From an optimization exercise on the open Yosys and OpenROAD flow, aimed at small area and a short achievable clock period; shortcuts taken in it are not production practice. Only simulation tests tie the RTL to the original design; equivalence was not proved. Power figures rest on the tool's default switching activity, not on a simulated workload.

== indigo ==
## donkeyScreen
module donkeyScreen #(
    parameter int TimerStart      = 6059,
    parameter int FramesPerSecond = 60
) (
    input  logic                  frame_clk,
    input  logic                  reset,
    input  logic                  PSEL,
    input  logic                  PENABLE,
    input  logic                  PWRITE,
    input  logic [7:0]            PADDR,
    input  logic [15:0]           PWDATA,
    output logic [15:0]           PRDATA,
    output logic                  PREADY,
    output logic                  PSLVERR,
    input  logic                  frameStart,
    input  spritePkg::coordT      drawX,
    input  spritePkg::coordT      drawY,
    output spritePkg::colorT      rgb,
    output spritePkg::frameCountT timeLeft
);
    spritePkg::coordT barrel0X;
    spritePkg::coordT barrel0Y;
    spritePkg::coordT barrel1X;
    spritePkg::coordT barrel1Y;
    spritePkg::coordT barrelSize;
    logic  timerRestart;
    logic  hundreds;
    spritePkg::digitT tens;
    spritePkg::digitT ones;
    logic [1:0] code;
    apbRegs regs (
        .frame_clk, .reset,
        .PSEL, .PENABLE, .PWRITE, .PADDR, .PWDATA,
        .PRDATA, .PREADY, .PSLVERR,
        .barrel0X, .barrel0Y, .barrel1X, .barrel1Y, .barrelSize,
        .timerRestart
    );
    countdownTimer timer (
        .frame_clk, .reset, .frameStart, .timerRestart,
        .timeLeft, .hundreds, .tens, .ones
    );
    sceneHitTest hitTest (
        .frame_clk, .reset, .drawX, .drawY,
        .barrel0X, .barrel0Y, .barrel1X, .barrel1Y, .barrelSize,
        .hundreds, .tens, .ones,
        .code
    );
    pixelMixer mixer (
        .code, .rgb
    );
endmodule
Size: about 96 I/O pins.
export LEC_CHECK = 0
export CAP_MARGIN = 20
export CORE_MARGIN = 2
export CORE_UTILIZATION = 40
export CTS_BUF_LIST = sky130_fd_sc_hd__clkbuf_4 sky130_fd_sc_hd__clkbuf_8
export GPL_ROUTABILITY_DRIVEN = 0
export GPL_TIMING_DRIVEN = 0
export SLEW_MARGIN = 20
export SYNTH_HIERARCHICAL = 1
export SYNTH_MINIMUM_KEEP_SIZE = 0
create_clock -name core_clock -period 14.0 [get_ports {frame_clk}]
standard.sh (not shown) runs the stock make flow with config.mk's settings and CLKGATE_MAP_FILE= SYNTH_SCRIPT=/design/flow/synth_recipe.tcl, a recipe that flattens the netlist after the stock synthesis.
==> flow/flow/run.sh <==
#!/bin/bash
# The standard layout, with plain buffers on the ports instead of the delay cells
# that port buffering picks by default, and timing repair aimed at a shorter period than
# the clock (the margin); make's output goes to make_finish.log, each tool's to orfs/logs
set -euo pipefail
bash standard.sh finish BUFFER_PORTS_ARGS="-buffer_cell sky130_fd_sc_hd__buf_2" SETUP_SLACK_MARGIN=8 > make_finish.log 2>&1
The following lists how juniper was set up differently from indigo:
-- flow/config.mk --
<<< indigo, line 9
export CORE_MARGIN = 2
export CORE_UTILIZATION = 40
export CTS_BUF_LIST = sky130_fd_sc_hd__clkbuf_4 sky130_fd_sc_hd__clkbuf_8
export GPL_ROUTABILITY_DRIVEN = 0
export GPL_TIMING_DRIVEN = 0
export SLEW_MARGIN = 20
>>> juniper, line 9
export CORE_MARGIN = 2
export CORE_UTILIZATION = 55
export CTS_BUF_LIST = sky130_fd_sc_hd__clkbuf_4 sky130_fd_sc_hd__clkbuf_8
export PLACE_DENSITY = 0.7
export SLEW_MARGIN = 20
==> comparison <==
- Compared juniper vs indigo, and portion of total power attributed to combinational logic is down in juniper.
- The slew at the pin with the worst max-slew slack in juniper was higher than what indigo gave.
- Delta (juniper minus indigo): multi-input combinational gate total saw little to no change; relative area of non-clock buffer cells in the final design saw a decrease; routed wire length saw a decrease.
- Compared with indigo, in juniper length of routed met3 wiring rose by about 35%, met2 layer wire length in the routed design fell by about 3.3%.

* * *

== ember ==
donkeyScreen again, from the RTL that the note above started with.
Settings: LEC_CHECK=0, CAP_MARGIN=20, CORE_MARGIN=2, CORE_UTILIZATION=40, CTS_BUF_LIST=sky130_fd_sc_hd__clkbuf_4 sky130_fd_sc_hd__clkbuf_8, PLACE_DENSITY=0.75, SLEW_MARGIN=20, SYNTH_HIERARCHICAL=1, SYNTH_MINIMUM_KEEP_SIZE=0; clock period 14.0 ns.
Scripts as last shown in full above: flow/flow/run.sh
Changes in nickel relative to ember:
Settings: PLACE_DENSITY no longer set, was 0.75.
==> run notes <==
- Number of global-route vias before repair: nickel vs ember down 4.1%
- Of ember and nickel, the lower combinational share of power belongs to nickel.
- Measured against each other, ember and nickel differ in hold slack, the lower figure coming from ember.
- In nickel, the worst slew slack as a fraction of its limit came out 2.2 points below the value in ember.
- The cell area after layout on nickel is in line with that on ember.
diff inputs: nickel => maple
Settings: a deleted SYNTH_MINIMUM_KEEP_SIZE that had been 0; a deleted SYNTH_HIERARCHICAL that had been 1.
## What came out
Summary of maple over nickel: power dissipated in the clock network rose by about 1%; area of the multi-input gates fell by 300 µm²; total chip power fell by about 3%; total die area stayed essentially flat; number of DRC violations after detailed-routing iteration 0 fell by 70.
maple ends up with lower final setup slack of the worst path than nickel does.
Compared with nickel, number of fill cells in maple increased by a few percent.
maple vs. nickel: mean post-synth cell area went down by 5.8%.
When maple is measured against nickel, its portion of total power attributed to combinational logic turns out 1.3 points lower.
Diff nickel -> maple | fmax | down by a little under 10%
--- input diff maple..harbor ---
Settings: an added SYNTH_MINIMUM_KEEP_SIZE of 0; an added CTS_CLUSTER_SIZE of 10; an added SYNTH_HIERARCHICAL of 1; a change of CTS_BUF_LIST from sky130_fd_sc_hd__clkbuf_4 sky130_fd_sc_hd__clkbuf_8 to sky130_fd_sc_hd__clkbuf_2 sky130_fd_sc_hd__clkbuf_4 sky130_fd_sc_hd__clkbuf_8; an added CTS_CLUSTER_DIAMETER of 60.
Notes after the runs:
Cmp maple and harbor / utilization / lower: harbor. Summary of harbor over maple: final cell area excluding filler cells has decreased; first-iteration DRC count has increased; routed wire length has decreased; share of the clock period used by the worst path after layout has decreased.
### harbor -> zinc
Settings: swapping 10 for 40 in CTS_CLUSTER_SIZE; swapping sky130_fd_sc_hd__clkbuf_2 sky130_fd_sc_hd__clkbuf_4 sky130_fd_sc_hd__clkbuf_8 for sky130_fd_sc_hd__clkbuf_8 in CTS_BUF_LIST; swapping 60 for 300 in CTS_CLUSTER_DIAMETER.
## What came out
Summary of zinc over harbor: setup slack held; portion of the clock cycle consumed by the worst path in the final layout barely changed. Re power: no difference whatsoever between harbor and zinc. Diff zinc..harbor | register share of total power | negligible. zinc -> harbor: clock group share of total power flat. Total length of routed wires: harbor vs zinc, no meaningful difference. Re total I/O pin count: no difference whatsoever between zinc and harbor. Highest achievable clock rate of zinc is on par with harbor.
Setup changes, zinc to xenon
Settings: CTS_BUF_LIST now sky130_fd_sc_hd__clkbuf_4 sky130_fd_sc_hd__clkbuf_8, was sky130_fd_sc_hd__clkbuf_8; CTS_CLUSTER_DIAMETER no longer set, was 300; CTS_CLUSTER_SIZE no longer set, was 40.
--- a/flow/flow/run.sh
+++ b/flow/flow/run.sh
@@ -6 +6 @@
-bash standard.sh finish BUFFER_PORTS_ARGS="-buffer_cell sky130_fd_sc_hd__buf_2" SETUP_SLACK_MARGIN=8 > make_finish.log 2>&1
+bash standard.sh finish BUFFER_PORTS_ARGS="-buffer_cell sky130_fd_sc_hd__buf_2" SETUP_SLACK_MARGIN=7.7 > make_finish.log 2>&1
## What came out
- ~same sequential share of power in xenon and zinc
- Of xenon and zinc, zinc shows the lower number of ordinary and repair buffers in the finished layout, with xenon above it.
- Summary of xenon over zinc: switching share of power lost 0.56 points, sequential share of layout area essentially unchanged.
- Between xenon and zinc, the difference in total power is negligible.
- The final reports for xenon and zinc show clock group share of total power higher in the former.
- Final-layout worst hold slack, xenon and zinc: smaller value in xenon
- Summary — switching power summed over all nets, xenon relative to zinc: lower, by 0.010 mW.
- Number of global-route vias before repair: xenon vs zinc up 2.1%
- On post-route worst setup slack, xenon tracks zinc almost exactly.
- On wire length, zinc tracks xenon almost exactly.

separate check: timing with driven ports:
The flow's constraints put no driver on any port. The routed layouts listed below were extracted and timed again, unchanged, in two steps. Step 1 sets driving cells, clkbuf_16 on the clock port and buf_2 on the other inputs (assumed; they add their load-dependent delay and slew). Step 2 adds t to the input delays and takes it off the output delays; t is the mean of the earliest and latest rising clock arrival at the registers after step 1. Input paths then give back, and output paths get back, about the clock's delay inside the block. Three values: no drivers, after step 1, after step 2; two values: the first two.
run | t, ns | setup WS [ns] | hold WS [ns] | latest minus earliest clock arrival (ns) | worst slew at a driven data input, ns
indigo | 0.506 | 7.204 / 7.159 / 7.159 | 0.452 / 0.452 / 0.452 | 0.018 / 0.019 | 0.06
juniper | 0.498 | 7.494 / 7.261 / 7.261 | 0.434 / 0.434 / 0.434 | 0.024 / 0.024 | 0.24
ember | 0.487 | 7.500 / 7.279 / 7.279 | 0.453 / 0.453 / 0.453 | 0.020 / 0.020 | 0.24
nickel | 0.503 | 7.500 / 7.272 / 7.272 | 0.457 / 0.457 / 0.457 | 0.019 / 0.018 | 0.25
maple | 0.510 | 6.806 / 6.775 / 6.775 | 0.516 / 0.516 / 0.516 | 0.015 / 0.015 | 0.04
harbor | 0.503 | 7.500 / 7.272 / 7.272 | 0.457 / 0.457 / 0.457 | 0.019 / 0.018 | 0.25
zinc | 0.503 | 7.500 / 7.272 / 7.272 | 0.457 / 0.457 / 0.457 | 0.019 / 0.018 | 0.25
xenon | 0.515 | 7.499 / 7.289 / 7.289 | 0.437 / 0.437 / 0.437 | 0.022 / 0.022 | 0.24
After both steps setup and hold are still met in every run listed. The setup slack of juniper, which loses most, moves by -0.233 ns with the drivers and by -0.233 ns with both steps.
